This design comes from an exercise in tuning for a short achievable clock period and few clock cycles per item on the open sky130 flow, not from production work.
Function was checked by simulation only, so behaviour that the tests miss may differ from the original.
In runs 4 and 5 the design's own scripts or RTL, not TritonCTS, make the clock network.
The clock input has no modelled driver; a real chip could not lean on it and would need a root buffer or a full tree.
No activity file was given, so power comes from the tool's default toggle rates.

**flow/run.sh**
```bash
#!/bin/bash
# synth_recipe.tcl (not shown) runs the flow's synth.tcl, then flattens the netlist and writes it again
# the make line also repeats each setting of config.mk as NAME=value (left out here)
make -C /OpenROAD-flow-scripts/flow DESIGN_CONFIG=/design/flow/config.mk WORK_HOME=/design/flow/orfs CLKGATE_MAP_FILE= SYNTH_SCRIPT=/design/flow/synth_recipe.tcl finish
```
**flow/config.mk**
```make
export PLATFORM = sky130hd
export DESIGN_NAME = palette_rle_sprite_line_decoder
export DESIGN_NICKNAME = palette_rle_sprite_line_decoder
export VERILOG_FILES = /design/flow/design.v
export SDC_FILE = /design/flow/constraint.sdc
export NUM_CORES = 4
export LEC_CHECK = 0
export ABC_CLOCK_PERIOD_IN_PS = 2000
export CAP_MARGIN = 20
export CORE_MARGIN = 2
export CORE_UTILIZATION = 40
export SETUP_SLACK_MARGIN = 3.6
export SLEW_MARGIN = 20
export TNS_END_PERCENT = 100
```
**flow/constraint.sdc**
```tcl
create_clock -name core_clock -period 6.0 [get_ports {aclk}]
set_input_delay 1.2000 -clock core_clock [delete_from_list [all_inputs] [get_ports {aclk}]]
set_output_delay 1.2000 -clock core_clock [all_outputs]
set_load 0.01 [all_outputs]
```
**flow/design.v**
```verilog
package prsld_pkg;
    localparam int FRAME_WIDTH_W = 12;
    localparam int COLUMN_W      = 12;
    localparam int COLOR_W       = 16;
    localparam int ALPHA_W       = 5;
    localparam int PIXEL_W       = ALPHA_W + COLOR_W;
    localparam int RUN_W         = 6;
    localparam int BYTE_W        = 8;
    localparam int INDEX_W       = 8;
    localparam int COL_W         = 13;    
    localparam int REM_W         = 14;    
    localparam logic [FRAME_WIDTH_W-1:0] FRAME_WIDTH_RESET = 12'd1;
    localparam logic [ALPHA_W-1:0]       ALPHA_OPAQUE      = 5'h1F;
    localparam logic [1:0] PH_TOKEN     = 2'd0;
    localparam logic [1:0] PH_RUN_ALPHA = 2'd1;
    localparam logic [1:0] PH_RUN_INDEX = 2'd2;
    localparam logic [1:0] PH_LITERAL   = 2'd3;
endpackage
module prsld_ram #(
    parameter int WIDTH = 16,
    parameter int DEPTH = 256
) (
    input  logic                    aclk,
    input  logic                    clr,
    input  logic                    we,
    input  logic [DEPTH-1:0]        sel,
    input  logic [WIDTH-1:0]        wdata,
    output logic [WIDTH-1:0]        rdata
);
    logic [DEPTH-1:0][WIDTH-1:0] mem_reg;
    always_ff @(posedge aclk) begin
        for (int i = 0; i < DEPTH; i++) begin
            if (clr) begin
                mem_reg[i] <= '0;
            end else if (we && sel[i]) begin
                mem_reg[i] <= wdata;
            end
        end
    end
    always_comb begin
        rdata = '0;
        for (int i = 0; i < DEPTH; i++) begin
            rdata = rdata | (mem_reg[i] & {WIDTH{sel[i]}});
        end
    end
endmodule
module prsld_palette #(
    parameter int ENTRIES = 256
) (
    input  logic         aclk,
    input  logic         clr,
    input  logic         item_valid,
    input  logic         item_action,
    input  logic [7:0]   item_byte,
    input  logic [7:0]   item_index,
    input  logic [15:0]  item_color,
    output logic [15:0]  rd_color
);
    logic [ENTRIES-1:0] sel_q;
    logic               we_q;
    logic [15:0]        wd_q;
    logic [15:0]        rdata;
    logic [15:0]        rd_q;
    logic [7:0]         addr;
    assign addr = item_action ? item_byte : item_index;
    always_ff @(posedge aclk) begin
        for (int i = 0; i < ENTRIES; i++) begin
            sel_q[i] <= (addr == 8'(i));
        end
        we_q  <= item_valid && !item_action;
        wd_q  <= item_color;
        rd_q  <= rdata;
    end
    prsld_ram #(
        .WIDTH (16),
        .DEPTH (ENTRIES)
    ) u_ram (
        .aclk  (aclk),
        .clr   (clr),
        .we    (we_q),
        .sel   (sel_q),
        .wdata (wd_q),
        .rdata (rdata)
    );
    assign rd_color = rd_q;
endmodule
import prsld_pkg::*;
module prsld_core #(
    parameter int FD = 16
) (
    input  logic                      aclk,
    input  logic                      aresetn,
    input  logic                      cfg_we,
    input  logic [FRAME_WIDTH_W-1:0]  cfg_wdata,
    input  logic                      s_valid,
    output logic                      s_ready,
    input  logic                      s_action,
    input  logic                      s_line_start,
    input  logic [BYTE_W-1:0]         s_data_byte,
    input  logic [INDEX_W-1:0]        s_palette_index,
    input  logic [COLOR_W-1:0]        s_palette_color,
    output logic                      m_valid,
    input  logic                      m_ready,
    output logic                      m_pixel_valid,
    output logic [COLUMN_W-1:0]       m_column,
    output logic [PIXEL_W-1:0]        m_pixel_value,
    output logic                      m_line_done,
    output logic                      m_overrun,
    output logic                      m_last
);
    localparam int PW = $clog2(FD);
    logic                      rst_q;
    logic [FRAME_WIDTH_W-1:0]  fw_q;
    logic                      wchg_q;
    logic [REM_W-1:0]          w_now;
    logic [REM_W-1:0]          weff_q;
    assign w_now = (fw_q == '0) ? REM_W'(1) : REM_W'(fw_q);
    always_ff @(posedge aclk) begin
        rst_q  <= !aresetn;
        weff_q <= w_now;
        if (!aresetn) begin
            fw_q   <= FRAME_WIDTH_RESET;
            wchg_q <= 1'b0;
        end else begin
            if (cfg_we) begin
                fw_q <= cfg_wdata;
            end
            wchg_q <= cfg_we;
        end
    end
    logic                s_ready_q;
    logic                s0_v;
    logic                s0_act;
    logic                s0_ls;
    logic [BYTE_W-1:0]   s0_b;
    logic [INDEX_W-1:0]  s0_pi;
    logic [COLOR_W-1:0]  s0_pc;
    logic                s0_byte;
    always_ff @(posedge aclk) begin
        s0_v   <= s_valid && s_ready_q && aresetn;
        s0_act <= s_action;
        s0_ls  <= s_line_start;
        s0_b   <= s_data_byte;
        s0_pi  <= s_palette_index;
        s0_pc  <= s_palette_color;
    end
    assign s0_byte = s0_v && s0_act;
    logic [COLOR_W-1:0]  pal_color;
    prsld_palette u_palette (
        .aclk        (aclk),
        .clr         (rst_q),
        .item_valid  (s0_v),
        .item_action (s0_act),
        .item_byte   (s0_b),
        .item_index  (s0_pi),
        .item_color  (s0_pc),
        .rd_color    (pal_color)
    );
    logic [1:0]               ph_q, ph_e, ph_d;
    logic [RUN_W-1:0]         n_q, n_e, n_d;
    logic [ALPHA_W-1:0]       al_q, al_e, al_d;
    logic [COL_W-1:0]         col_q, col_e, col_d, col_x;
    logic signed [REM_W-1:0]  r_q, r_e, r_d, r_x;
    logic                     fin_q, fin_e, fin_d;
    logic                     colz_q, colz_e, colz_d;
    logic [RUN_W-1:0]         x;
    logic signed [REM_W-1:0]  xs;
    logic                     lt, le, rpos;
    logic                     d_pv, d_ov;
    logic [RUN_W-1:0]         d_cnt;
    logic [BYTE_W-1:0]        b;
    assign b = s0_b;
    always_comb begin
        ph_e   = s0_ls ? PH_TOKEN : ph_q;
        n_e    = s0_ls ? '0 : n_q;
        al_e   = s0_ls ? '0 : al_q;
        col_e  = s0_ls ? '0 : col_q;
        r_e    = s0_ls ? weff_q : r_q;
        fin_e  = s0_ls ? 1'b0 : fin_q;
        colz_e = s0_ls ? 1'b1 : colz_q;
    end
    always_comb begin
        case (ph_e)
            PH_TOKEN:     x = (b[7:6] == 2'b11) ? b[RUN_W-1:0] : '0;
            PH_RUN_INDEX: x = n_e;
            PH_LITERAL:   x = RUN_W'(1);
            default:      x = '0;
        endcase
    end
    assign xs    = {{(REM_W-RUN_W){1'b0}}, x};
    assign r_x   = r_e - xs;
    assign col_x = col_e + COL_W'(x);
    assign lt    = r_e < xs;
    assign le    = r_e <= xs;
    assign rpos  = !r_e[REM_W-1] && (r_e != '0);
    always_comb begin
        ph_d   = ph_e;
        n_d    = n_e;
        al_d   = al_e;
        col_d  = col_e;
        r_d    = r_e;
        fin_d  = fin_e;
        colz_d = colz_e;
        d_pv   = 1'b0;
        d_cnt  = '0;
        d_ov   = 1'b0;
        if (!fin_e) begin
            case (ph_e)
                PH_TOKEN: begin
                    case (b[7:6])
                        2'b00: begin
                            if (b[5]) begin
                                al_d = b[ALPHA_W-1:0];
                                n_d  = RUN_W'(1);
                                ph_d = PH_RUN_INDEX;
                            end else if (b[4:0] != '0) begin
                                n_d  = RUN_W'(b[4:0]);
                                ph_d = PH_RUN_ALPHA;
                            end else if (!colz_e) begin
                                fin_d = 1'b1;
                            end
                        end
                        2'b01: begin
                            n_d = b[RUN_W-1:0];
                            if (b[RUN_W-1:0] != '0) begin
                                ph_d = PH_LITERAL;
                            end else begin
                                fin_d = !rpos;
                            end
                        end
                        2'b10: begin
                            n_d  = b[RUN_W-1:0];
                            al_d = ALPHA_OPAQUE;
                            ph_d = PH_RUN_INDEX;
                        end
                        default: begin
                            col_d  = col_x;
                            r_d    = r_x;
                            colz_d = colz_e && (x == '0);
                            d_ov   = lt;
                            fin_d  = le;
                        end
                    endcase
                end
                PH_RUN_ALPHA: begin
                    al_d = b[ALPHA_W-1:0];
                    ph_d = PH_RUN_INDEX;
                end
                PH_RUN_INDEX: begin
                    ph_d = PH_TOKEN;
                    if (n_e == '0) begin
                        fin_d = !rpos;
                    end else begin
                        col_d  = col_x;
                        r_d    = r_x;
                        colz_d = 1'b0;
                        d_ov   = lt;
                        fin_d  = le;
                        if (rpos) begin
                            d_pv  = 1'b1;
                            d_cnt = lt ? r_e[RUN_W-1:0] : n_e;
                        end
                    end
                end
                default: begin
                    col_d  = col_x;
                    r_d    = r_x;
                    colz_d = 1'b0;
                    n_d    = n_e - RUN_W'(1);
                    if (rpos) begin
                        d_pv  = 1'b1;
                        d_cnt = RUN_W'(1);
                    end else begin
                        d_ov = 1'b1;
                    end
                    if (n_e == RUN_W'(1)) begin
                        ph_d  = PH_TOKEN;
                        fin_d = le;
                    end
                end
            endcase
        end
    end
    always_ff @(posedge aclk) begin
        if (rst_q) begin
            ph_q  <= PH_TOKEN;
            fin_q <= 1'b1;
        end else if (s0_byte) begin
            ph_q   <= ph_d;
            n_q    <= n_d;
            al_q   <= al_d;
            col_q  <= col_d;
            r_q    <= r_d;
            fin_q  <= fin_d;
            colz_q <= colz_d;
        end else if (wchg_q) begin
            r_q <= w_now - {1'b0, col_q};
        end
    end
    localparam int DW = 1 + COLUMN_W + RUN_W + ALPHA_W + 2;
    localparam int EW = DW + COLOR_W;
    logic [DW-1:0] d1_q, d2_q;
    logic          d1_v, d2_v;
    always_ff @(posedge aclk) begin
        d1_v <= s0_byte;
        d2_v <= d1_v && !rst_q;
        d1_q <= {d_pv,
                 d_pv ? col_e[COLUMN_W-1:0] : COLUMN_W'(0),
                 d_pv ? d_cnt - RUN_W'(1) : RUN_W'(0),
                 d_pv ? ((ph_e == PH_LITERAL) ? ALPHA_OPAQUE : al_e) : ALPHA_W'(0),
                 fin_d,
                 d_ov};
        d2_q <= d1_q;
    end
    logic [EW-1:0]       q_mem [FD];
    logic [PW:0]         wp_q, rp_q;
    logic [PW:0]         occ;
    logic                q_ne;
    always_ff @(posedge aclk) begin
        if (d2_v) begin
            q_mem[wp_q[PW-1:0]] <= {d2_q, d2_q[DW-1] ? pal_color : COLOR_W'(0)};
        end
    end
    assign q_ne = (wp_q != rp_q);
    assign occ  = (wp_q - rp_q) + (PW+1)'(s0_byte) + (PW+1)'(d1_v) + (PW+1)'(d2_v);
    logic                 mv_q;
    logic                 o_pv;
    logic [COLUMN_W-1:0]  o_col;
    logic [PIXEL_W-1:0]   o_val;
    logic                 o_ld, o_ov, o_last;
    logic [RUN_W-1:0]     left_q;
    logic                 c_ld, c_ov;
    logic                 adv;
    logic [EW-1:0]        h;
    logic                 h_pv, h_ld, h_ov;
    logic [COLUMN_W-1:0]  h_col;
    logic [RUN_W-1:0]     h_left;
    logic [ALPHA_W-1:0]   h_alpha;
    logic [COLOR_W-1:0]   h_color;
    assign adv = !mv_q || m_ready;
    assign h   = q_mem[rp_q[PW-1:0]];
    assign {h_pv, h_col, h_left, h_alpha, h_ld, h_ov, h_color} = h;
    always_ff @(posedge aclk) begin
        if (rst_q) begin
            wp_q      <= '0;
            rp_q      <= '0;
            left_q    <= '0;
            s_ready_q <= 1'b1;
        end else begin
            if (d2_v) begin
                wp_q <= wp_q + 1'b1;
            end
            s_ready_q <= (32'(occ) + 32'(s_ready_q) + 1) <= FD;
            if (adv) begin
                if (left_q != '0) begin
                    left_q <= left_q - RUN_W'(1);
                end else if (q_ne) begin
                    left_q <= h_left;
                    rp_q   <= rp_q + 1'b1;
                end
            end
        end
    end
    always_ff @(posedge aclk) begin
        if (!aresetn || rst_q) begin
            mv_q <= 1'b0;
        end else if (adv) begin
            mv_q <= (left_q != '0) || q_ne;
        end
    end
    always_ff @(posedge aclk) begin
        if (adv) begin
            if (left_q != '0) begin
                o_col  <= o_col + COLUMN_W'(1);
                o_last <= (left_q == RUN_W'(1));
                o_ld   <= (left_q == RUN_W'(1)) && c_ld;
                o_ov   <= (left_q == RUN_W'(1)) && c_ov;
            end else begin
                o_pv   <= h_pv;
                o_col  <= h_col;
                o_val  <= {h_alpha, h_color};
                o_last <= (h_left == '0);
                o_ld   <= (h_left == '0) && h_ld;
                o_ov   <= (h_left == '0) && h_ov;
                c_ld   <= h_ld;
                c_ov   <= h_ov;
            end
        end
    end
    assign s_ready       = s_ready_q;
    assign m_valid       = mv_q;
    assign m_pixel_valid = o_pv;
    assign m_column      = o_col;
    assign m_pixel_value = o_val;
    assign m_line_done   = o_ld;
    assign m_overrun     = o_ov;
    assign m_last        = o_last;
endmodule
import prsld_pkg::*;
module palette_rle_sprite_line_decoder #(
    parameter int PALETTE_ENTRIES = 256,
    parameter int MAX_WIDTH       = 4096
) (
    input  logic                      aclk,
    input  logic                      aresetn,
    input  logic                      cfg_we,
    input  logic [prsld_pkg::FRAME_WIDTH_W-1:0]  cfg_wdata,
    input  logic                      s_valid,
    output logic                      s_ready,
    input  logic                      s_action,
    input  logic                      s_line_start,
    input  logic [prsld_pkg::BYTE_W-1:0]         s_data_byte,
    input  logic [prsld_pkg::INDEX_W-1:0]        s_palette_index,
    input  logic [prsld_pkg::COLOR_W-1:0]        s_palette_color,
    output logic                      m_valid,
    input  logic                      m_ready,
    output logic                      m_pixel_valid,
    output logic [prsld_pkg::COLUMN_W-1:0]       m_column,
    output logic [prsld_pkg::PIXEL_W-1:0]        m_pixel_value,
    output logic                      m_line_done,
    output logic                      m_overrun,
    output logic                      m_last
);
    prsld_core u_core (
        .aclk            (aclk),
        .aresetn         (aresetn),
        .cfg_we          (cfg_we),
        .cfg_wdata       (cfg_wdata),
        .s_valid         (s_valid),
        .s_ready         (s_ready),
        .s_action        (s_action),
        .s_line_start    (s_line_start),
        .s_data_byte     (s_data_byte),
        .s_palette_index (s_palette_index),
        .s_palette_color (s_palette_color),
        .m_valid         (m_valid),
        .m_ready         (m_ready),
        .m_pixel_valid   (m_pixel_valid),
        .m_column        (m_column),
        .m_pixel_value   (m_pixel_value),
        .m_line_done     (m_line_done),
        .m_overrun       (m_overrun),
        .m_last          (m_last)
    );
endmodule
```
==> results of run 1 <==
## cell families after synthesis
family / count (synthesis) / synth area share, %
AND/OR/NAND/NOR: 9829 / 18.9
AO/OA/AOI/OAI: 6402 / 19.0
flip-flops: 5275 / 54.6
buffers and inverters: 2441 / 4.44
multiplexers: 240 / 2.44
adder cells (fa/ha/maj): 62 / 0.393
XOR/XNOR: 49 / 0.207
## power by group through the flow
stage	Clock (mW)	Sequential (mW)	Combinational [mW]
CTS	37.7	36.3	3.56
global placement	0	37.1	3.16
floorplan	0	36.9	1.58
detailed placement	0	37.1	3.16
## stage by stage
stage | hold WS, ps | setup slack [ps] | std cells
after detailed placement | 313 | 1300 | 30200
after CTS | 325 | 2390 | 31700
after floorplan | 310 | 2070 | 24300
after global placement | 310 | 831 | 30100
## layer usage
metal	GRT usage, %	overflow
met5	59.6	0
met4	74.6	8
met3	72.3	0
met2	88.1	13
met1	82.5	1
## repair_timing
item | 4_1_cts
pin swaps | 302
endpoints found under the hold margin | 0
resized for setup | 1718
setup endpoints to repair | 4767
gates cloned | 17
buffers inserted | 400
## worst max path at each step
| stage | from | end | slack, ps | cells after the start |
|---|---|---|---|---|
| after global placement | u_core.u_palette.sel_q[185] | u_core.u_palette.rd_q[15] | 830 | 8 |
| after CTS | u_core.s0_ls | u_core.d1_q[12] | 2390 | 18 |
| after floorplan | u_core.s0_ls | u_core.d1_q[12] | 2070 | 22 |
| after detailed placement | u_core.s0_ls | u_core.d1_q[11] | 1300 | 20 |
==> results.ini, run 1 <==
[run_status]
status=stopped before the end
stop_stage=global routing (5_1_grt)
error_line=[ERROR GRT-0116] Global routing finished with congestion. Check the congestion regions in the DRC Viewer.

[cts]
cts_buffers=598
cts_num_sinks=5275
cts_hold_buf=0
cts-root-buf=clkbuf_16
cts_max_level=6
cts_max_path_buffers=4

[yosys]
synth_top_area_share_pct=43.8
ys.flop_type=dfxtp_1
synth_seq_area_share_pct=54.6
synthArstFlopShare_pct=0
syn-mean-instance-area_um2=8.52
yosysMostFrequentCell=nand2_1
synth_area_leaders=dfxtp_1 44%, nand2_1 16%, edfxtp_1 11%
syn_area_mm2=0.207
ys_types=74
synth_edf_count=750
synthTopCellsByCount=8568 x nand2_1, 4525 x dfxtp_1, 4170 x a21oi_1, 2314 x clkbuf_1, 750 x edfxtp_1
yosys_warnings=3
yosysTopAreaCell=dfxtp_1
synth_nets=24400
yosys_register_bits=5275
synthCells=24300

[floorplan]
rows=264
die_h_um=723
io_pins=90
die_width_um=723
start_util_pct=40.1

[placed_design]
hpwl_um=1380000
io_buffers=89
place_congestion=1.34
dpl_cell_area_mm2=0.221

[grt]
first_global_vias=226000
track_usage_pct=80.2
grt_overflow=22
grt_max_degree=201
grt_pass1_wl_um=2720000

Testbench counts, summed over its fixed seeds: cycles 56,983, items 37,997.
==> inputs of run 2 (changes only) <==
--- a/flow/design.v
+++ b/flow/design.v
@@ -114,8 +114,14 @@
     logic                      wchg_q;
-    logic [REM_W-1:0]          w_now;
-    logic [REM_W-1:0]          weff_q;
-    assign w_now = (fw_q == '0) ? REM_W'(1) : REM_W'(fw_q);
+    logic [FRAME_WIDTH_W-1:0]  w_now;
+    logic [5:0]                wh_q, wl_q;
+    logic [7:0]                whm1_q;
+    logic                      whz_q, wh1_q;
+    assign w_now = (fw_q == '0) ? FRAME_WIDTH_W'(1) : fw_q;
     always_ff @(posedge aclk) begin
         rst_q  <= !aresetn;
-        weff_q <= w_now;
+        wh_q   <= w_now[11:6];
+        wl_q   <= w_now[5:0];
+        whm1_q <= {2'b00, w_now[11:6]} - 8'd1;
+        whz_q  <= (w_now[11:6] == 6'd0);
+        wh1_q  <= (w_now[11:6] == 6'd1);
         if (!aresetn) begin
@@ -162,7 +168,10 @@
     logic [COL_W-1:0]         col_q, col_e, col_d, col_x;
-    logic signed [REM_W-1:0]  r_q, r_e, r_d, r_x;
+    logic [7:0]               h_q, h_e, h_d, hm1_e;
+    logic [5:0]               l_q, l_e, l_d, l_x;
+    logic                     hneg_e, hz_e, h1_e;
     logic                     fin_q, fin_e, fin_d;
     logic                     colz_q, colz_e, colz_d;
+    logic                     is_skip;
     logic [RUN_W-1:0]         x;
-    logic signed [REM_W-1:0]  xs;
+    logic                     borrow, lex;
     logic                     lt, le, rpos;
@@ -171,2 +180,3 @@
     logic [BYTE_W-1:0]        b;
+    logic [COL_W:0]           wmc;
     assign b = s0_b;
@@ -177,9 +187,15 @@
         col_e  = s0_ls ? '0 : col_q;
-        r_e    = s0_ls ? weff_q : r_q;
         fin_e  = s0_ls ? 1'b0 : fin_q;
         colz_e = s0_ls ? 1'b1 : colz_q;
+        h_e    = s0_ls ? {2'b00, wh_q} : h_q;
+        hm1_e  = s0_ls ? whm1_q : h_q - 8'd1;
+        l_e    = s0_ls ? wl_q : l_q;
+        hneg_e = s0_ls ? 1'b0 : h_q[7];
+        hz_e   = s0_ls ? whz_q : (h_q == 8'd0);
+        h1_e   = s0_ls ? wh1_q : (h_q == 8'd1);
     end
+    assign is_skip = (b[7:6] == 2'b11);
     always_comb begin
         case (ph_e)
-            PH_TOKEN:     x = (b[7:6] == 2'b11) ? b[RUN_W-1:0] : '0;
+            PH_TOKEN:     x = is_skip ? b[RUN_W-1:0] : '0;
             PH_RUN_INDEX: x = n_e;
@@ -189,8 +205,9 @@
     end
-    assign xs    = {{(REM_W-RUN_W){1'b0}}, x};
-    assign r_x   = r_e - xs;
-    assign col_x = col_e + COL_W'(x);
-    assign lt    = r_e < xs;
-    assign le    = r_e <= xs;
-    assign rpos  = !r_e[REM_W-1] && (r_e != '0);
+    assign borrow = l_e < x;
+    assign lex    = l_e <= x;
+    assign l_x    = l_e - x;
+    assign col_x  = col_e + COL_W'(x);
+    assign lt     = hneg_e || (hz_e && borrow);
+    assign le     = hneg_e || (hz_e && lex);
+    assign rpos   = !hneg_e && !(hz_e && (l_e == '0));
     always_comb begin
@@ -200,3 +217,4 @@
         col_d  = col_e;
-        r_d    = r_e;
+        h_d    = h_e;
+        l_d    = l_e;
         fin_d  = fin_e;
@@ -204,3 +222,3 @@
         d_pv   = 1'b0;
-        d_cnt  = '0;
+        d_cnt  = n_e;
         d_ov   = 1'b0;
@@ -237,3 +255,4 @@
                             col_d  = col_x;
-                            r_d    = r_x;
+                            l_d    = l_x;
+                            h_d    = borrow ? hm1_e : h_e;
                             colz_d = colz_e && (x == '0);
@@ -254,3 +273,4 @@
                         col_d  = col_x;
-                        r_d    = r_x;
+                        l_d    = l_x;
+                        h_d    = borrow ? hm1_e : h_e;
                         colz_d = 1'b0;
@@ -258,6 +278,4 @@
                         fin_d  = le;
-                        if (rpos) begin
-                            d_pv  = 1'b1;
-                            d_cnt = lt ? r_e[RUN_W-1:0] : n_e;
-                        end
+                        d_pv   = rpos;
+                        d_cnt  = lt ? l_e : n_e;
                     end
@@ -266,11 +284,9 @@
                     col_d  = col_x;
-                    r_d    = r_x;
+                    l_d    = l_x;
+                    h_d    = borrow ? hm1_e : h_e;
                     colz_d = 1'b0;
                     n_d    = n_e - RUN_W'(1);
-                    if (rpos) begin
-                        d_pv  = 1'b1;
-                        d_cnt = RUN_W'(1);
-                    end else begin
-                        d_ov = 1'b1;
-                    end
+                    d_pv   = rpos;
+                    d_cnt  = RUN_W'(1);
+                    d_ov   = !rpos;
                     if (n_e == RUN_W'(1)) begin
@@ -283,2 +299,3 @@
     end
+    assign wmc = {2'b00, w_now} - {1'b0, col_q};
     always_ff @(posedge aclk) begin
@@ -292,3 +309,4 @@
             col_q  <= col_d;
-            r_q    <= r_d;
+            h_q    <= h_d;
+            l_q    <= l_d;
             fin_q  <= fin_d;
@@ -296,3 +314,4 @@
         end else if (wchg_q) begin
-            r_q <= w_now - {1'b0, col_q};
+            h_q <= wmc[COL_W:6];
+            l_q <= wmc[5:0];
         end
@@ -301,14 +320,24 @@
     localparam int EW = DW + COLOR_W;
-    logic [DW-1:0] d1_q, d2_q;
-    logic          d1_v, d2_v;
+    logic                 d1_v, d2_v;
+    logic                 d1_pv, d1_lit, d1_ld, d1_ov;
+    logic [COLUMN_W-1:0]  d1_col;
+    logic [RUN_W-1:0]     d1_cnt;
+    logic [ALPHA_W-1:0]   d1_al;
+    logic [DW-1:0]        d2_q;
     always_ff @(posedge aclk) begin
-        d1_v <= s0_byte;
-        d2_v <= d1_v && !rst_q;
-        d1_q <= {d_pv,
-                 d_pv ? col_e[COLUMN_W-1:0] : COLUMN_W'(0),
-                 d_pv ? d_cnt - RUN_W'(1) : RUN_W'(0),
-                 d_pv ? ((ph_e == PH_LITERAL) ? ALPHA_OPAQUE : al_e) : ALPHA_W'(0),
-                 fin_d,
-                 d_ov};
-        d2_q <= d1_q;
+        d1_v   <= s0_byte;
+        d2_v   <= d1_v && !rst_q;
+        d1_pv  <= d_pv && !fin_e && (ph_e == PH_RUN_INDEX || ph_e == PH_LITERAL);
+        d1_lit <= (ph_e == PH_LITERAL);
+        d1_col <= col_e[COLUMN_W-1:0];
+        d1_cnt <= d_cnt;
+        d1_al  <= al_e;
+        d1_ld  <= fin_d;
+        d1_ov  <= d_ov;
+        d2_q <= {d1_pv,
+                 d1_pv ? d1_col : COLUMN_W'(0),
+                 d1_pv ? d1_cnt - RUN_W'(1) : RUN_W'(0),
+                 d1_pv ? (d1_lit ? ALPHA_OPAQUE : d1_al) : ALPHA_W'(0),
+                 d1_ld,
+                 d1_ov};
     end
--- a/flow/config.mk
+++ b/flow/config.mk
@@ -7,3 +7,3 @@
 export LEC_CHECK = 0
-export ABC_CLOCK_PERIOD_IN_PS = 2000
+export ABC_CLOCK_PERIOD_IN_PS = 3000
 export CAP_MARGIN = 20
@@ -11,4 +11,3 @@
 export CORE_UTILIZATION = 40
-export SETUP_SLACK_MARGIN = 3.6
+export SETUP_SLACK_MARGIN = 2.9
 export SLEW_MARGIN = 20
-export TNS_END_PERCENT = 100
==> run 2 against run 1 <==
Against the previous run: the flow again stops in global routing (5_1_grt); synthesized cell count is 0.28% higher; synthesized area is 0.25% higher.
==> results.ini, run 2 <==
[run_status]
status=stopped before the end
stop_stage=global routing (5_1_grt)
error_line=[ERROR GRT-0116] Global routing finished with congestion. Check the congestion regions in the DRC Viewer.

[yosys]
synth_edf_count=750  ; unchanged
syn-mean-instance-area_um2=8.52  ; about the same
synthTopCellsByCount=8570 x nand2_1, 4534 x dfxtp_1, 4164 x a21oi_1, 2326 x clkbuf_1, 750 x edfxtp_1
synth_top_area_share_pct=43.7  ; about the same
synthCells=24400  ; +0.28%
ys_types=68  ; -8.1%
yosysMostFrequentCell=nand2_1
syn_area_mm2=0.208  ; +0.25%
synth_area_leaders=dfxtp_1 44%, nand2_1 16%, edfxtp_1 11%
synth_seq_area_share_pct=54.6  ; about the same
yosys_register_bits=5284  ; +0.17%
yosys_warnings=3  ; unchanged
ys.flop_type=dfxtp_1
synthArstFlopShare_pct=0  ; unchanged
yosysTopAreaCell=dfxtp_1
synth_nets=24500  ; +0.29%

[grt]
first_global_vias=219000
grt_max_degree=208
grt_pass1_wl_um=2650000
grt_overflow=4
track_usage_pct=78.3

[placed_design]
place_congestion=1.36  ; +1.2%
io_buffers=89  ; unchanged
dpl_cell_area_mm2=0.221  ; +0.24%
place_ws_ps=1780  ; +475 ps
hpwl_um=1370000  ; -1.1%
placed_cells=30300  ; +0.24%

[cts]
cts_hold_buf=0  ; unchanged
cts_max_level=6  ; unchanged
cts_max_path_buffers=4  ; unchanged
cts-root-buf=clkbuf_16
cts_num_sinks=5284  ; +0.17%
cts_buffers=594  ; -0.67%

[floorplan]
io_pins=90  ; unchanged
die_width_um=724  ; +0.12%
die_h_um=724  ; +0.12%
start_util_pct=40.1  ; +0.048 points
rows=264  ; unchanged

run 2: cell types whose count changed after synthesis, sizes merged, moves of 12 or more:
cell,change
clkbuf,+12
inv,+16
and2,+17
buf,-12
a22oi,+17
a221oi,-14
run 2: power by group through the flow:
stage / Clock (mW) / Sequential, mW / Combinational, mW
4_1_cts: 37.6 / 36.4 / 3.35
3_5_place_dp: 0 / 37.2 / 3.24
3_3_place_gp: 0 / 37.2 / 3.25
2_1_floorplan: 0 / 37.0 / 1.58
run 2: worst max-delay path by stage:
| stage | cells past startpoint | from | slack, ps | endpoint |
|---|---|---|---|---|
| CTS | 7 | u_core.u_palette.sel_q[159] | 2530 | u_core.u_palette.rd_q[5] |
| global placement | 6 | u_core.u_palette.sel_q[212] | 1310 | u_core.u_palette.rd_q[5] |
| floorplan | 19 | u_core.s0_ls | 2600 | u_core.h_q[6] |
| detailed placement | 6 | u_core.u_palette.sel_q[212] | 1780 | u_core.u_palette.rd_q[5] |
run 2: layer usage:
metal  track usage, %  overflow
met3             71.0         0
met1             80.4         0
met2             86.1         2
met5             56.9         0
met4             72.4         2
run 2: cells by family after synthesis:
family,Yosys count,synth area share [%]
flops,5284,54.6
mux,236,2.42
buf+inv,2457,4.47
xor+xnor,52,0.219
compound gates,6424,19.0
simple gates,9846,18.9
fa+ha+maj,66,0.416
run 2: what timing repair did:
action                     4_1_cts
buffers inserted                70
setup endpoints to repair     1544
resized for setup              548
hold endpoints to repair         0
cloned                           3
pin swaps                      141
Testbench counts of run 2, summed over its fixed seeds: cycles 56,983, items 37,997.
==> inputs of run 3 (changes only) <==
--- a/flow/design.v
+++ b/flow/design.v
@@ -20,3 +20,4 @@
     parameter int WIDTH = 16,
-    parameter int DEPTH = 256
+    parameter int DEPTH = 256,
+    parameter int GROUP = 16
 ) (
@@ -29,9 +30,26 @@
 );
+    localparam int NG = DEPTH / GROUP;
     logic [DEPTH-1:0][WIDTH-1:0] mem_reg;
+    logic [DEPTH-1:0]            valid_reg;
+    logic [DEPTH-1:0]            rsel;
+    logic [NG-1:0][WIDTH-1:0]    part_d;
+    logic [NG-1:0][WIDTH-1:0]    part_q;
     always_ff @(posedge aclk) begin
         for (int i = 0; i < DEPTH; i++) begin
+            if (we && sel[i]) begin
+                mem_reg[i] <= wdata;
+            end
             if (clr) begin
-                mem_reg[i] <= '0;
+                valid_reg[i] <= 1'b0;
             end else if (we && sel[i]) begin
-                mem_reg[i] <= wdata;
+                valid_reg[i] <= 1'b1;
+            end
+        end
+    end
+    assign rsel = sel & valid_reg;
+    always_comb begin
+        for (int g = 0; g < NG; g++) begin
+            part_d[g] = '0;
+            for (int k = 0; k < GROUP; k++) begin
+                part_d[g] = part_d[g] | (mem_reg[g*GROUP+k] & {WIDTH{rsel[g*GROUP+k]}});
             end
@@ -39,6 +57,9 @@
     end
+    always_ff @(posedge aclk) begin
+        part_q <= part_d;
+    end
     always_comb begin
         rdata = '0;
-        for (int i = 0; i < DEPTH; i++) begin
-            rdata = rdata | (mem_reg[i] & {WIDTH{sel[i]}});
+        for (int g = 0; g < NG; g++) begin
+            rdata = rdata | part_q[g];
         end
@@ -88,3 +109,3 @@
 module prsld_core #(
-    parameter int FD = 16
+    parameter int FD = 8
 ) (
@@ -205,6 +226,26 @@
     end
-    assign borrow = l_e < x;
-    assign lex    = l_e <= x;
-    assign l_x    = l_e - x;
-    assign col_x  = col_e + COL_W'(x);
+    logic [5:0]  lsk;
+    logic        bor_b, lex_b, bor_n, lex_n, bor_1, lex_1;
+    logic [5:0]  lx_b, lx_n, lx_1;
+    logic [COL_W-1:0] col_b, col_n, col_1;
+    assign lsk   = s0_ls ? wl_q : l_q;
+    assign bor_b = lsk < b[5:0];
+    assign lex_b = lsk <= b[5:0];
+    assign lx_b  = lsk - b[5:0];
+    assign bor_n = l_q < n_q;
+    assign lex_n = l_q <= n_q;
+    assign lx_n  = l_q - n_q;
+    assign bor_1 = (l_q == 6'd0);
+    assign lex_1 = (l_q <= 6'd1);
+    assign lx_1  = l_q - 6'd1;
+    assign col_b = (s0_ls ? COL_W'(0) : col_q) + COL_W'(b[5:0]);
+    assign col_n = col_q + COL_W'(n_q);
+    assign col_1 = col_q + COL_W'(1);
+    always_comb begin
+        case (ph_e)
+            PH_RUN_INDEX: begin borrow = bor_n; lex = lex_n; l_x = lx_n; col_x = col_n; end
+            PH_LITERAL:   begin borrow = bor_1; lex = lex_1; l_x = lx_1; col_x = col_1; end
+            default:      begin borrow = bor_b; lex = lex_b; l_x = lx_b; col_x = col_b; end
+        endcase
+    end
     assign lt     = hneg_e || (hz_e && borrow);
@@ -325,3 +366,4 @@
     logic [ALPHA_W-1:0]   d1_al;
-    logic [DW-1:0]        d2_q;
+    logic [DW-1:0]        d2_q, d3_q;
+    logic                 d3_v;
     always_ff @(posedge aclk) begin
@@ -329,2 +371,4 @@
         d2_v   <= d1_v && !rst_q;
+        d3_v   <= d2_v && !rst_q;
+        d3_q   <= d2_q;
         d1_pv  <= d_pv && !fin_e && (ph_e == PH_RUN_INDEX || ph_e == PH_LITERAL);
@@ -348,4 +392,4 @@
     always_ff @(posedge aclk) begin
-        if (d2_v) begin
-            q_mem[wp_q[PW-1:0]] <= {d2_q, d2_q[DW-1] ? pal_color : COLOR_W'(0)};
+        if (d3_v) begin
+            q_mem[wp_q[PW-1:0]] <= {d3_q, d3_q[DW-1] ? pal_color : COLOR_W'(0)};
         end
@@ -353,3 +397,3 @@
     assign q_ne = (wp_q != rp_q);
-    assign occ  = (wp_q - rp_q) + (PW+1)'(s0_byte) + (PW+1)'(d1_v) + (PW+1)'(d2_v);
+    assign occ  = (wp_q - rp_q) + (PW+1)'(s0_byte) + (PW+1)'(d1_v) + (PW+1)'(d2_v) + (PW+1)'(d3_v);
     logic                 mv_q;
@@ -378,3 +422,3 @@
         end else begin
-            if (d2_v) begin
+            if (d3_v && !rst_q) begin
                 wp_q <= wp_q + 1'b1;
==> run 3 against run 2 <==
Against the previous run: synthesized area decreased by 7.2%; synthesized cell count decreased by 55%; now clean on timing, DRC and antenna.
==> results.ini, run 3 <==
[yosys]
yosysTopAreaCell=edfxtp_1
syn_area_mm2=0.193  ; -7.2%
syn-mean-instance-area_um2=17.5  ; +110%
synth_area_leaders=edfxtp_1 70%, dfxtp_1 10%, a221oi_1 4.7%
synthTopCellsByCount=4510 x edfxtp_1, 1030 x a221oi_1, 1024 x a22o_1, 974 x dfxtp_1, 889 x nor2_1
yosysMostFrequentCell=edfxtp_1
ys.flop_type=edfxtp_1
synth_seq_area_share_pct=80.5  ; +26 points
yosys_register_bits=5484  ; +3.8%
synth_edf_count=4510  ; +500%
yosys_warnings=3  ; unchanged
synth_top_area_share_pct=70.3  ; +27 points
synthCells=11000  ; -55%
synth_nets=11100  ; -55%
ys_types=84  ; +24%
synthArstFlopShare_pct=0  ; unchanged

[route]
vias=107000
drc_errors=0
first_pass_iters=6
first_iter_violations=14400
wl_met1_um=222000
met3WireLength_um=50700
wirelength_um=554000
final_antenna_net_count=0
top_layer_used=met5
wl_met2_um=262000
wl_per_cell_um=30.5
viasPerCell=5.91

[pwr]
internal_power_mw=61.7
p_leak_nw=70.8
vdd_drop_max_mv=0.334
p_per_area_mw_per_mm2=355
power_mw=78.2
pwr-share-comb_pct=3.2
switching_share_pct=21.1
power_frac_seq_pct=53.4
power_switching_mw=16.5
pwr-share-clk_pct=43.4

[final_layout]
final_util_pct=46.0
fin_area_mm2=0.220
layout-drive-gt1-share_pct=12.5
largest_reg_flops=4096
final_cell_mix=4510 x edfxtp_1, 1029 x a221oi_1, 1024 x a22o_1
final_common_cell=edfxtp_1
nNetsFinal=11400
instances_no_fill=18200
area_growth_pct=14.5

[placed_design]
place_ws_ps=1430  ; -353 ps
hpwl_um=310000  ; -77%
io_buffers=89  ; unchanged
placed_cells=17100  ; -44%
place_congestion=0.850  ; -37%
dpl_cell_area_mm2=0.202  ; -8.8%

[worst_hold_path]
hold_class=flip-flop to flip-flop

[cts]
insertion_delay_ps=1070
cts_max_level=6  ; unchanged
cts_max_path_buffers=4  ; unchanged
clk_pin_slew_worst_paths_ps=60
cts-root-buf=clkbuf_16
cts_buffers=554  ; -6.7%
cts_num_sinks=5484  ; +3.8%
cts_tree=built
cts_hold_buf=0  ; unchanged

[setup_path]
arrival_ps=3990
path_class=flip-flop to flip-flop
worstSetupStartpointType=flip-flop
required_ps=6790
cp_max_fo=15
cp-end-kind=flip-flop

[floorplan]
rows=254  ; -3.8%
die_width_um=698  ; -3.6%
io_pins=90  ; unchanged
die_h_um=698  ; -3.6%
dieArea_mm2=0.487
coreArea_mm2=0.479
start_util_pct=40.2  ; +0.068 points

[grt]
grt_overflow=0
grt_pass1_wl_um=779000
grt_max_degree=186
antenna_found_initial=39
first_global_vias=105000
track_usage_pct=21.9

[timing]
hold_viol=0
max_slew_margin_pct=13.9
tns_ps=0
rsz0062_at_grt=yes
max_freq_ghz=0.313
clock_skew_ps=61.2
setup_viol=0
fin_crit_ps=3190
worst_pin_slew_ps=1290
final-max-slew-violation-count=0
finalCritPeriodShare_pct=53.2
hold_slack_ps=323
setup_ws_ps=2810

[flow_run]
cap_viol_max_count=0

[run_status]
status=complete, no violations

[run 3: area by class of cell]
class                   count  area (um2)
inverters                  97         375
fillers                 40000      259000
clock buffers             764       15500
repair buffers            416        3810
diodes                     15        37.5
repair inverters            1        5.00
clock inverters           251        2310
flip-flops and latches   5484      155000
multi-input cells        4722       35400
well taps                6400        8010
[run 3: timing repair]
action / in CTS / in global routing
resized for setup: 82 / 33
setup buffers: 27 / 3
setup endpoints to repair: 101 / 184
cloned: 3 / 0
pin swaps: 9 / 3
[run 3: final timing paths]
| kind | from | to | slack [ps] | cells after the start |
|---|---|---|---|---|
| hold / removal | u_core.s0_pc[7] | u_core.u_palette.wd_q[7] | 320 | 0 |
| hold reg to reg | u_core.s0_pc[7] | u_core.u_palette.wd_q[7] | 320 | 0 |
| setup reg to reg | u_core.s0_ls | u_core.col_q[12] | 2810 | 15 |
| setup / recovery | u_core.s0_ls | u_core.col_q[12] | 2810 | 15 |
[run 3: cell families after synthesis]
kind of cell | Yosys count | share of synthesized area [%]
fa+ha+maj | 78 | 0.538
simple gates | 2074 | 5.41
buf+inv | 781 | 1.56
mux | 148 | 1.34
xor+xnor | 54 | 0.246
flops | 5484 | 80.5
compound gates | 2368 | 10.5
[run 3: worst max-delay path, cell delays in order (launching register included)]
cell and delay (ps):
dfxtp_4 460, inv_6 110, nand2_4 110, inv_4 50, ha_4 200, or2_4 250, ha_4 160, inv_2 50
fa_2 200, nor2b_1 70, o21a_1 200, o21a_1 220, a31o_2 290, mux2_2 280, a32oi_1 180, o21ai_1 90
[run 3: power by group through the flow]
stage,Sequential [mW],Combinational [mW],Clock [mW]
after floorplan,42.6,1.39,0
after global placement,42.6,2.47,0
after detailed placement,42.6,2.52,0
after CTS,41.8,2.53,34.2
after global routing,41.8,2.75,35.7
final,41.8,2.53,33.9
[run 3: per-layer routing]
metal / up-vias / GRT usage (%)
li1: 45000 / -
met1: 55700 / 30.2
met2: 5691 / 35.5
met3: 903 / 3.72
met4: 12 / 7.22
met5: - / 0
Testbench counts of run 3, summed over its fixed seeds: cycles 57,018, items 37,997.
==> inputs of run 4 (changes only) <==
--- a/flow/design.v
+++ b/flow/design.v
@@ -136,5 +136,2 @@
     logic [FRAME_WIDTH_W-1:0]  w_now;
-    logic [5:0]                wh_q, wl_q;
-    logic [7:0]                whm1_q;
-    logic                      whz_q, wh1_q;
     assign w_now = (fw_q == '0) ? FRAME_WIDTH_W'(1) : fw_q;
@@ -142,7 +139,2 @@
         rst_q  <= !aresetn;
-        wh_q   <= w_now[11:6];
-        wl_q   <= w_now[5:0];
-        whm1_q <= {2'b00, w_now[11:6]} - 8'd1;
-        whz_q  <= (w_now[11:6] == 6'd0);
-        wh1_q  <= (w_now[11:6] == 6'd1);
         if (!aresetn) begin
@@ -160,3 +152,2 @@
     logic                s0_act;
-    logic                s0_ls;
     logic [BYTE_W-1:0]   s0_b;
@@ -168,3 +159,2 @@
         s0_act <= s_action;
-        s0_ls  <= s_line_start;
         s0_b   <= s_data_byte;
@@ -204,14 +194,14 @@
     always_comb begin
-        ph_e   = s0_ls ? PH_TOKEN : ph_q;
-        n_e    = s0_ls ? '0 : n_q;
-        al_e   = s0_ls ? '0 : al_q;
-        col_e  = s0_ls ? '0 : col_q;
-        fin_e  = s0_ls ? 1'b0 : fin_q;
-        colz_e = s0_ls ? 1'b1 : colz_q;
-        h_e    = s0_ls ? {2'b00, wh_q} : h_q;
-        hm1_e  = s0_ls ? whm1_q : h_q - 8'd1;
-        l_e    = s0_ls ? wl_q : l_q;
-        hneg_e = s0_ls ? 1'b0 : h_q[7];
-        hz_e   = s0_ls ? whz_q : (h_q == 8'd0);
-        h1_e   = s0_ls ? wh1_q : (h_q == 8'd1);
+        ph_e   = ph_q;
+        n_e    = n_q;
+        al_e   = al_q;
+        col_e  = col_q;
+        fin_e  = fin_q;
+        colz_e = colz_q;
+        h_e    = h_q;
+        hm1_e  = h_q - 8'd1;
+        l_e    = l_q;
+        hneg_e = h_q[7];
+        hz_e   = (h_q == 8'd0);
+        h1_e   = (h_q == 8'd1);
     end
@@ -230,3 +220,3 @@
     logic [COL_W-1:0] col_b, col_n, col_1;
-    assign lsk   = s0_ls ? wl_q : l_q;
+    assign lsk   = l_q;
     assign bor_b = lsk < b[5:0];
@@ -240,3 +230,3 @@
     assign lx_1  = l_q - 6'd1;
-    assign col_b = (s0_ls ? COL_W'(0) : col_q) + COL_W'(b[5:0]);
+    assign col_b = col_q + COL_W'(b[5:0]);
     assign col_n = col_q + COL_W'(n_q);
@@ -341,4 +331,15 @@
     assign wmc = {2'b00, w_now} - {1'b0, col_q};
+    logic take_ls;
+    assign take_ls = s_valid && s_ready_q && aresetn && s_action && s_line_start;
     always_ff @(posedge aclk) begin
-        if (rst_q) begin
+        if (take_ls) begin
+            ph_q   <= PH_TOKEN;
+            n_q    <= '0;
+            al_q   <= '0;
+            col_q  <= '0;
+            h_q    <= {2'b00, w_now[11:6]};
+            l_q    <= w_now[5:0];
+            fin_q  <= 1'b0;
+            colz_q <= 1'b1;
+        end else if (rst_q) begin
             ph_q  <= PH_TOKEN;
==> flow/flow/run.sh (new file) <==
#!/bin/bash
# Standard ORFS layout, except that the clock tree is built by flow/manual_cts.tcl:
# the clock port drives 4 root buffers, each drives mid buffers, each drives leaf
# buffers over compact clusters of registers (all clkbuf_16, 3 buffers to every
# register). Each tool's log stays in orfs/logs; this script's output in flow_run.log.
set -euo pipefail
here=$(pwd)
export MCTS_DIR=$here/flow
export PRE_CTS_TCL=$here/flow/pre_cts.tcl
export MCTS_LEAF_SIZE=22
export MCTS_MID_SIZE=15
export MCTS_ROOTS=4
bash standard.sh finish 2>&1 | tee $here/flow_run.log
==> flow/flow/manual_cts.tcl (new file) <==
# Manual three-level clock tree: root -> mid buffers -> leaf buffers -> registers.
# Sinks are grouped into compact clusters of about LEAF_SIZE registers by slicing the
# die into columns by x and then chunking each column by y; leaf buffers are grouped
# the same way under mid buffers. Every register sees the same number of buffers.

proc mcts_centroid {pts} {
  set sx 0; set sy 0; set n 0
  foreach p $pts { set sx [expr {$sx + [lindex $p 1]}]; set sy [expr {$sy + [lindex $p 2]}]; incr n }
  return [list [expr {int($sx / $n)}] [expr {int($sy / $n)}]]
}

# pts: list of {id x y}; returns list of clusters (each a list of pts) of about size each.
proc mcts_cluster {pts size} {
  set n [llength $pts]
  set nclu [expr {max(1, int(round(double($n) / $size)))}]
  set ncol [expr {max(1, int(round(sqrt($nclu))))}]
  set sorted [lsort -integer -index 1 $pts]
  set clusters {}
  set per_col [expr {double($n) / $ncol}]
  for {set c 0} {$c < $ncol} {incr c} {
    set a [expr {int(round($c * $per_col))}]
    set b [expr {int(round(($c + 1) * $per_col)) - 1}]
    set col [lsort -integer -index 2 [lrange $sorted $a $b]]
    set m [llength $col]
    set k [expr {max(1, int(round(double($m) / $size)))}]
    set per [expr {double($m) / $k}]
    for {set j 0} {$j < $k} {incr j} {
      set a2 [expr {int(round($j * $per))}]
      set b2 [expr {int(round(($j + 1) * $per)) - 1}]
      # serpentine order keeps neighbouring clusters adjacent
      lappend clusters [lrange $col $a2 $b2]
    }
  }
  return $clusters
}

proc mcts_make_buf {block master name x y in_net} {
  set inst [odb::dbInst_create $block $master $name]
  $inst setLocation $x $y
  $inst setPlacementStatus PLACED
  set net [odb::dbNet_create $block "${name}_net"]
  $net setSigType CLOCK
  [$inst findITerm A] connect $in_net
  [$inst findITerm X] connect $net
  return [list $inst $net]
}

proc manual_clock_tree {args} {
  set leaf_size [expr {[info exists ::env(MCTS_LEAF_SIZE)] ? $::env(MCTS_LEAF_SIZE) : 24}]
  set mid_size  [expr {[info exists ::env(MCTS_MID_SIZE)] ? $::env(MCTS_MID_SIZE) : 14}]
 set nroots    [expr {[info exists ::env(MCTS_ROOTS)] ? $::env(MCTS_ROOTS) : 4}]
  set bufname   [expr {[info exists ::env(MCTS_BUF)] ? $::env(MCTS_BUF) : "sky130_fd_sc_hd__clkbuf_16"}]
  set block [ord::get_db_block]
  set master [[ord::get_db] findMaster $bufname]
  set clk [$block findNet aclk]
  $clk setSigType CLOCK
  set sinks {}
  set i 0
  foreach it [$clk getITerms] {
    set inst [$it getInst]
    set bb [$inst getBBox]
    set x [expr {([$bb xMin] + [$bb xMax]) / 2}]
    set y [expr {([$bb yMin] + [$bb yMax]) / 2}]
    lappend sinks [list $i $x $y]
    set iterm($i) $it
    incr i
  }
  puts "manual_clock_tree: [llength $sinks] sinks"
  set w [$master getWidth]
  set h [$master getHeight]
  # leaves
  set leaves [mcts_cluster $sinks $leaf_size]
  set leafpts {}
  set li 0
  foreach cl $leaves {
    set c [mcts_centroid $cl]
    lappend leafpts [list $li [lindex $c 0] [lindex $c 1]]
    set leafcl($li) $cl
    incr li
  }
  set mids [mcts_cluster $leafpts $mid_size]
  set midpts {}
  set mi 0
  foreach mcl $mids {
    set c [mcts_centroid $mcl]
    lappend midpts [list $mi [lindex $c 0] [lindex $c 1]]
    set midcl($mi) $mcl
    incr mi
  }
  # the port drives up to nroots root buffers directly, each in its own region
  set roots [mcts_cluster $midpts [expr {double([llength $midpts]) / $nroots}]]
  puts "manual_clock_tree: [llength $leaves] leaves, [llength $mids] mid buffers, [llength $roots] roots"
  set ri 0
  foreach rcl $roots {
    set c [mcts_centroid $rcl]
    set root [mcts_make_buf $block $master "mcts_root_$ri" [expr {[lindex $c 0] - $w/2}] [expr {[lindex $c 1] - $h/2}] $clk]
    set root_net [lindex $root 1]
    incr ri
    foreach mp $rcl {
    set mi [lindex $mp 0]
    set mcl $midcl($mi)
    set mid [mcts_make_buf $block $master "mcts_mid_$mi" [expr {[lindex $mp 1] - $w/2}] [expr {[lindex $mp 2] - $h/2}] $root_net]
    set mid_net [lindex $mid 1]
    foreach lp $mcl {
      set lid [lindex $lp 0]
      set leaf [mcts_make_buf $block $master "mcts_leaf_$lid" [expr {[lindex $lp 1] - $w/2}] [expr {[lindex $lp 2] - $h/2}] $mid_net]
      set leaf_net [lindex $leaf 1]
      foreach sp $leafcl($lid) {
        set it $iterm([lindex $sp 0])
        $it disconnect
        $it connect $leaf_net
      }
    }
    }
  }
  global_connect
}
==> flow/flow/pre_cts.tcl (new file) <==
# Replaces TritonCTS in ORFS's cts step with the manual three-level tree of
# manual_cts.tcl; the rest of the cts step (placement legalisation, timing repair)
# runs as usual, on the propagated clock.
source $::env(MCTS_DIR)/manual_cts.tcl
rename clock_tree_synthesis __tritoncts_clock_tree_synthesis
proc clock_tree_synthesis {args} {
  puts "clock_tree_synthesis replaced by manual_clock_tree (args ignored: $args)"
  manual_clock_tree
  set_propagated_clock [all_clocks]
}
==> flow/standard.sh (new file) <==
#!/bin/bash
# synth_recipe.tcl (not shown) runs the flow's synth.tcl, then flattens the netlist and writes it again
# the make line also repeats each setting of config.mk as NAME=value (left out here)
make -C /OpenROAD-flow-scripts/flow DESIGN_CONFIG=/design/flow/config.mk WORK_HOME=/design/flow/orfs CLKGATE_MAP_FILE= SYNTH_SCRIPT=/design/flow/synth_recipe.tcl "${@:-finish}"
--- a/flow/config.mk
+++ b/flow/config.mk
@@ -7,3 +7,3 @@
 export LEC_CHECK = 0
-export ABC_CLOCK_PERIOD_IN_PS = 3000
+export ABC_CLOCK_PERIOD_IN_PS = 2500
 export CAP_MARGIN = 20
@@ -11,3 +11,3 @@
 export CORE_UTILIZATION = 40
-export SETUP_SLACK_MARGIN = 2.9
+export SETUP_SLACK_MARGIN = 3.25
 export SLEW_MARGIN = 20
removed: flow/run.sh
==> run 4 against run 3 <==
Against the previous run: largest power group unchanged; sequential cell count fell by 21; register-to-register slack improved by 350 ps; die area fell by 1.2%; first-iteration DRC count rose by 1.3%; clock power fell by 43%; critical endpoint is now u_core.u_palette.sel_q[96]; clock skew fell by 8.7 ps; final area fell by 6.1%.
==> results.ini, run 4 <==
[setup_path]
r2r_start=u_core.s0_act
arrival_ps=3460  ; -530 ps
endpoint=u_core.u_palette.sel_q[96]
cp-end-kind=flip-flop
rrSetupSlack_ps=3160  ; +350 ps
path_class=flip-flop to flip-flop
cp-startpoint=u_core.s0_act
cp_max_fo=16  ; +1
required_ps=6620  ; -170 ps
rr_worst_depth=6  ; -9
worstSetupStartpointType=flip-flop
r2r_end=u_core.u_palette.sel_q[96]

[yosys]
yosys_warnings=3  ; unchanged
synth_edf_count=4483  ; -0.60%
syn-mean-instance-area_um2=17.7  ; +1.2%
ys.flop_type=edfxtp_1
synth_area_leaders=edfxtp_1 71%, dfxtp_1 10%, a22o_1 4.7%
synth_top_area_share_pct=70.7  ; +0.40 points
yosysTopAreaCell=edfxtp_1
synthTopCellsByCount=4483 x edfxtp_1, 1029 x a22o_1, 1027 x a221oi_1, 980 x dfxtp_1, 880 x nor2_1
synthCells=10700  ; -2.3%
yosysMostFrequentCell=edfxtp_1
yosys_register_bits=5463  ; -0.38%
syn_area_mm2=0.190  ; -1.2%
synth_seq_area_share_pct=81.0  ; +0.58 points
ys_types=74  ; -12%
synthArstFlopShare_pct=0  ; unchanged
synth_nets=10800  ; -2.4%

[route]
drc_errors=0  ; unchanged
wl_per_cell_um=31.8  ; +4.1%
first_iter_violations=14600  ; +1.3%
wirelength_um=539000  ; -2.6%
viasPerCell=6.07  ; +2.7%
first_pass_iters=6  ; unchanged
vias=103000  ; -4.0%
final_antenna_net_count=0  ; unchanged

[final_layout]
final_common_cell=edfxtp_1
layout-drive-gt1-share_pct=9.35  ; -3.2 points
nNetsFinal=10800  ; -5.1%
final_util_pct=43.6  ; -2.4 points
final_cell_mix=4483 x edfxtp_1, 1029 x a22o_1, 1027 x a221oi_1
nFillCells=40500  ; +1.2%
largest_reg_flops=4096  ; unchanged
area_growth_pct=8.70

[timing]
clock_skew_ps=52.5  ; -8.69 ps
tns_ps=0  ; unchanged
fin_crit_ps=2840  ; -352 ps
finalCritPeriodShare_pct=47.3  ; -5.9 points
worst_pin_slew_ps=1370  ; +82.7 ps
setup_viol=0  ; unchanged
final-max-slew-violation-count=0  ; unchanged
max_freq_ghz=0.352  ; +12%
setup_ws_ps=3160  ; +352 ps
max_slew_margin_pct=8.38  ; -5.5 points
rsz0062_at_grt=yes
hold_viol=0  ; unchanged

[flow_run]
cap_viol_max_count=0  ; unchanged

[floorplan]
start_util_pct=40.1  ; -0.068 points
die_h_um=694  ; -0.58%
io_pins=90  ; unchanged
coreArea_mm2=0.474  ; -0.99%
die_width_um=694  ; -0.58%
rows=253  ; -0.39%
dieArea_mm2=0.481  ; -1.2%

[pwr]
pwr-share-comb_pct=3.3  ; about the same
vdd_drop_max_mv=0.250  ; -25%
switching_share_pct=20.5  ; -0.62 points
power_frac_seq_pct=66.1  ; +13 points
internal_power_mw=49.9  ; -19%
power_switching_mw=12.9  ; -22%
p_per_area_mw_per_mm2=304  ; -14%
p_leak_nw=64.6  ; -8.8%
pwr-share-clk_pct=30.6  ; -13 points

[grt]
track_usage_pct=21.5  ; -0.47 points
grt_overflow=0  ; unchanged
grt_pass1_wl_um=753000  ; -3.4%
first_global_vias=98800  ; -5.7%
antenna_found_initial=45  ; +15%
grt_max_degree=193  ; +3.8%

[cts]
cts_hold_buf=0  ; unchanged
clk_pin_slew_worst_paths_ps=100  ; +40 ps
insertion_delay_ps=750  ; -320 ps

[placed_design]
io_buffers=89  ; unchanged
place_ws_ps=2520  ; +1090 ps
hpwl_um=308000  ; -0.46%
place_congestion=0.854  ; +0.46%

[worst_hold_path]
hold_class=flip-flop to flip-flop

[run_status]
status=complete, no violations

-- run 4: changes by cell type after synthesis, moves of 9 or more --
cell / change
nand2_1: -35
o211ai_1: -10
buf_1: -12
nor2_1: -9
o21ai_0: -11
ha_1: -10
inv_1: -27
edfxtp_1: -27
a21oi_1: -12
xnor2_1: +10
o32ai_1: -14
-- run 4: power by group through the flow --
stage / clock [mW] / combinational [mW] / sequential [mW]
after floorplan: 0 / 0.833 / 42.5
after global placement: 0 / 1.91 / 42.4
after detailed placement: 0 / 1.97 / 42.4
after CTS: 19.4 / 2.01 / 41.5
after global routing: 20.6 / 2.24 / 41.5
final: 19.2 / 2.08 / 41.5
-- run 4: worst min-delay path by stage --
stage	slack (ps)	to	start	cells past startpoint
2_1_floorplan	310	u_core.u_palette.wd_q[0]	u_core.s0_pc[0]	0
3_3_place_gp	310	u_core.u_palette.wd_q[0]	u_core.s0_pc[0]	0
5_1_grt	330	u_core.u_palette.wd_q[10]	u_core.s0_pc[10]	0
6_report	320	u_core.u_palette.wd_q[2]	u_core.s0_pc[2]	0
3_5_place_dp	310	u_core.u_palette.wd_q[13]	u_core.s0_pc[13]	0
4_1_cts	330	u_core.u_palette.wd_q[2]	u_core.s0_pc[2]	0
-- run 4: area by class of cell --
| type | count | area [um2] | share of cell area (%) |
|---|---|---|---|
| Antenna cell | 23 | 57.6 | 0.0278 |
| Inverter | 69 | 269 | 0.130 |
| Timing Repair Buffer | 359 | 3240 | 1.57 |
| Tap cell | 6247 | 7820 | 3.78 |
| Timing Repair inverter | 1 | 6.26 | 0.00302 |
| Multi-Input combinational cell | 4532 | 34300 | 16.6 |
| Buffer | 276 | 6910 | 3.34 |
| Sequential cell | 5463 | 154000 | 74.6 |
-- run 4: cells by family (layout without fill, tap and decap cells) --
kind of cell / count (synthesis) / count (layout) / share of synthesized area, %
other: 0 / 23 / 0
AO/OA/AOI/OAI: 2273 / 2273 / 10.2
buffers and inverters: 736 / 705 / 1.47
adder cells (fa/ha/maj): 67 / 67 / 0.468
flip-flops: 5463 / 5463 / 81.0
XOR/XNOR: 58 / 58 / 0.267
multiplexers: 139 / 139 / 1.30
AND/OR/NAND/NOR: 1995 / 1995 / 5.27
-- run 4: layer usage --
| layer | GRT usage, % | vias to the layer above | share of wire (%) |
|---|---|---|---|
| met2 | 35.1 | 5249 | 47 |
| li1 | - | 42800 | - |
| met3 | 2.65 | 650 | 8.7 |
| met1 | 30.6 | 54300 | 41 |
| met5 | 0 | - | 0.0082 |
| met4 | 5.33 | 6 | 2.9 |
-- run 4: timing repair --
| action | CTS | global route |
|---|---|---|
| resized for setup | 242 | 46 |
| endpoints found under the setup margin | 2591 | 248 |
| setup buffers | 23 | 25 |
| cloned | 0 | 2 |
| pin swaps | 18 | 27 |
-- run 4: metrics by stage --
step	instance area [um2]	cells	total power, mW	hold WS, ps
global placement	199000	16600	44.3	312
CTS	206000	16900	62.9	327
global route	207000	17000	64.4	332
floorplan	190000	10700	43.3	310
detailed placement	199000	16600	44.4	312
finish	207000	17000	62.8	321
-- run 4: worst max-delay path: stages (launching register included) --
cell,delay [ps]
dfxtp_4,390
buf_12,140
buf_12,140
nor2_1,140
a32o_1,640
nand2_1,860
nor2_1,320
Testbench counts of run 4, summed over its fixed seeds: cycles 57,018, items 37,997.
==> inputs of run 5 (changes only) <==
--- a/flow/flow/run.sh
+++ b/flow/flow/run.sh
@@ -12,2 +12,4 @@
 export MCTS_ROOTS=4
+# every port keeps its buffer, a buf_4 rather than the default pick
+export BUFFER_PORTS_ARGS="-buffer_cell sky130_fd_sc_hd__buf_4"
 bash standard.sh finish 2>&1 | tee $here/flow_run.log
--- a/flow/config.mk
+++ b/flow/config.mk
@@ -11,3 +11,3 @@
 export CORE_UTILIZATION = 40
-export SETUP_SLACK_MARGIN = 3.25
+export SETUP_SLACK_MARGIN = 3.4
 export SLEW_MARGIN = 20
==> run 5 against run 4 <==
Against the previous run: critical path depth rose by 3; core utilization is 0.092 points higher; first-iteration DRC count fell by 0.50%; still clean on timing, DRC and antenna; hold slack improved by 7.9 ps; worst setup slack gained 110 ps; largest cell class unchanged; critical path type unchanged.
==> results.ini, run 5 <==
[yosys]
syn-mean-instance-area_um2=17.7  ; unchanged
synth_top_area_share_pct=70.7  ; unchanged
synth_area_leaders=edfxtp_1 71%, dfxtp_1 10%, a22o_1 4.7%
synthTopCellsByCount=4483 x edfxtp_1, 1029 x a22o_1, 1027 x a221oi_1, 980 x dfxtp_1, 880 x nor2_1
synthCells=10700  ; unchanged
ys.flop_type=edfxtp_1
synthMuxAreaShare_pct=1.30  ; unchanged
synthAdderAreaFrac_pct=0.468  ; unchanged
yosysTopAreaCell=edfxtp_1
yosysMostFrequentCell=edfxtp_1
synth_compound_area_share_pct=10.2  ; unchanged
synth_xor_area_share_pct=0.267  ; unchanged
synth_nets=10800  ; unchanged
yosys_warnings=3  ; unchanged
yosys_register_bits=5463  ; unchanged
syn_area_mm2=0.190  ; unchanged
synth_seq_area_share_pct=81.0  ; unchanged
synthArstFlopShare_pct=0  ; unchanged
synth_edf_count=4483  ; unchanged
synth_top_family_by_area=compound AO/OA/AOI/OAI gates
ys_types=74  ; unchanged
synth-simple-area-share_pct=5.27  ; unchanged

[timing]
tns_ps=0  ; unchanged
setup_ws_ps=3270  ; +112 ps
max_slew_margin_pct=11.2  ; +2.9 points
hold_slack_ps=329  ; +7.94 ps
final-max-slew-violation-count=0  ; unchanged
setup_viol=0  ; unchanged
max_freq_ghz=0.366  ; +4.1%
fin_crit_ps=2730  ; -112 ps
hold_viol=0  ; unchanged
clock_skew_ps=59.9  ; +7.42 ps
rsz0062_at_grt=yes
finalCritPeriodShare_pct=45.5  ; -1.9 points
worst_pin_slew_ps=1330  ; -43.0 ps

[route]
wl_per_cell_um=31.6  ; -0.59%
vias=103000  ; +0.26%
final_antenna_net_count=0  ; unchanged
drc_errors=0  ; unchanged
first_pass_iters=6  ; unchanged
viasPerCell=6.06  ; -0.14%
wirelength_um=538000  ; -0.19%
first_iter_violations=14500  ; -0.50%

[setup_path]
r2r_start=u_core.l_q[0]
cp-end-kind=flip-flop
cp_max_fo=6  ; -10
arrival_ps=3250  ; -210 ps
endpoint=u_core.h_q[0]
r2r_end=u_core.h_q[0]
required_ps=6520  ; -100 ps
rrSetupSlack_ps=3270  ; +110 ps
path_class=flip-flop to flip-flop
rr_worst_depth=9  ; +3
worstSetupStartpointType=flip-flop
cp-startpoint=u_core.l_q[0]

[floorplan]
start_util_pct=40.1  ; unchanged
rows=253  ; unchanged
die_width_um=694  ; unchanged
coreArea_mm2=0.474  ; unchanged
die_h_um=694  ; unchanged
dieArea_mm2=0.481  ; unchanged
io_pins=90  ; unchanged

[run_status]
status=complete, no violations

[flow_run]
cap_viol_max_count=0  ; unchanged

[final_layout]
area_growth_pct=8.93
instances_no_fill=17000  ; +0.40%
final_cell_mix=4483 x edfxtp_1, 1029 x a22o_1, 1027 x a221oi_1
largest_reg_flops=4096  ; unchanged
nNetsFinal=10900  ; +0.70%
final_common_cell=edfxtp_1
layout-drive-gt1-share_pct=9.98  ; +0.63 points

[grt]
track_usage_pct=21.4  ; -0.031 points
grt_max_degree=193  ; unchanged
antenna_found_initial=36  ; -20%
grt_overflow=0  ; unchanged
first_global_vias=98700  ; -0.027%
grt_pass1_wl_um=751000  ; -0.18%

[placed_design]
placed_cells=16700  ; +0.36%
place_ws_ps=2810  ; +299 ps
hpwl_um=305000  ; -0.92%
place_congestion=0.850  ; -0.49%
io_buffers=89  ; unchanged

[pwr]
p_per_area_mw_per_mm2=303  ; -0.34%
power_mw=62.7  ; -0.13%
p_leak_nw=65.0  ; +0.66%
vdd_drop_max_mv=0.277  ; +11%

[cts]
clk_pin_slew_worst_paths_ps=100  ; about the same
insertion_delay_ps=760  ; about the same
cts_hold_buf=0  ; unchanged

[worst_hold_path]
hold_class=flip-flop to flip-flop

[run 5: changes by cell type in the layout (fill, tap and decap cells not counted), sizes merged]
cell,previous run,this run
dlygate4sd2,34,0
inv,70,68
clkbuf,279,277
buf,267,434
bufbuf,0,1
diode,23,15
clkinv,0,1
clkdlybuf4s15,5,0
clkdlybuf4s50,50,0
[run 5: routing by layer]
metal / share of wire [%] / wire, um / GRT usage (%)
met1: 40 / 217000 / 30.5
met2: 47 / 254000 / 35.0
met3: 9.1 / 49200 / 2.59
met4: 3.3 / 17600 / 5.71
met5: 0.0050 / 27 / 0
[run 5: metrics by stage]
step                      util [%]  area [um2]
after floorplan                  -      191000
after global placement        42.0      199000
after detailed placement      42.0      199000
final                         43.7      207000
after CTS                     43.6      207000
after global routing          43.7      207000
[run 5: worst max-delay path: stages, from the launching register on]
cell and delay [ps]:
edfxtp_1 410, inv_2 90, ha_4 170, fa_2 340, nand2b_4 160, a211oi_2 210
nor2_1 70, a221o_2 460, o22a_2 270, or2_4 300
[run 5: cell type report]
type | count | area, um2
Multi-Input combinational cell | 4532 | 34200
Fill cell | 40400 | 267000
Sequential cell | 5463 | 154000
Antenna cell | 15 | 37.5
Tap cell | 6247 | 7820
Inverter | 69 | 278
Buffer | 276 | 6910
Timing Repair Buffer | 436 | 3720
[run 5: how the worst min path moves through the flow]
stage | from | endpoint | slack [ps] | cells past startpoint
after floorplan | u_core.s0_pc[0] | u_core.u_palette.wd_q[0] | 310 | 0
after global placement | u_core.s0_pc[10] | u_core.u_palette.wd_q[10] | 310 | 0
after detailed placement | u_core.s0_pc[0] | u_core.u_palette.wd_q[0] | 310 | 0
after CTS | u_core.s0_pc[10] | u_core.u_palette.wd_q[10] | 330 | 0
after global routing | u_core.s0_pc[7] | u_core.u_palette.wd_q[7] | 320 | 0
final | u_core.s0_pc[13] | u_core.u_palette.wd_q[13] | 330 | 0
[run 5: where the power goes]
part	total, mW	leakage, nW	internal, mW	switching [mW]
Combinational	2.03	13.5	0.661	1.37
Sequential	41.5	48.1	41.2	0.332
Clock	19.2	3.40	8.12	11.1
Total	62.7	65.0	49.9	12.8
[run 5: cell families (layout without fill, tap and decap cells)]
family,after synthesis,after routing
compound gates,2273,2273
xor+xnor,58,58
fa+ha+maj,67,67
buf+inv,736,781
flops,5463,5463
mux,139,139
other cells,0,15
simple gates,1995,1995
[run 5: timing repair]
action                                  4_1_cts  5_1_grt
endpoints found under the setup margin      111      209
endpoints found under the hold margin         0        0
pin swaps                                    29       41
setup buffers                                27       30
gates resized for setup                      64       64
gates cloned                                  1        1

-- what the ideal ports hide --
The flow's constraints put no driver on any port. The routed layouts listed below were extracted and timed again, unchanged, in two steps. Step 1 sets driving cells, clkbuf_16 on the clock port and buf_2 on the other inputs (assumed; they add their load-dependent delay and slew). Step 2 moves the port delays by t, midway between the first and last clock arrival at a register: inputs arrive t later, outputs are due t later. That takes back most of the time a late clock gives input paths. Slacks: ideal / step 1 / step 2; pairs: ideal / step 1.
run	t, ns	slack for setup (ns)	latest minus earliest clock arrival (ns)
run 3	1.154	2.807 / 2.807 / 2.486	0.064 / 0.064
run 4	0.970	3.159 / 3.061 / 2.808	0.055 / 0.054
run 5	0.977	3.271 / 3.178 / 2.976	0.066 / 0.066
After both steps every run listed still meets setup and hold. For run 4, which loses most, drivers alone change the setup slack by -0.098 ns; drivers and shift together by -0.351 ns.
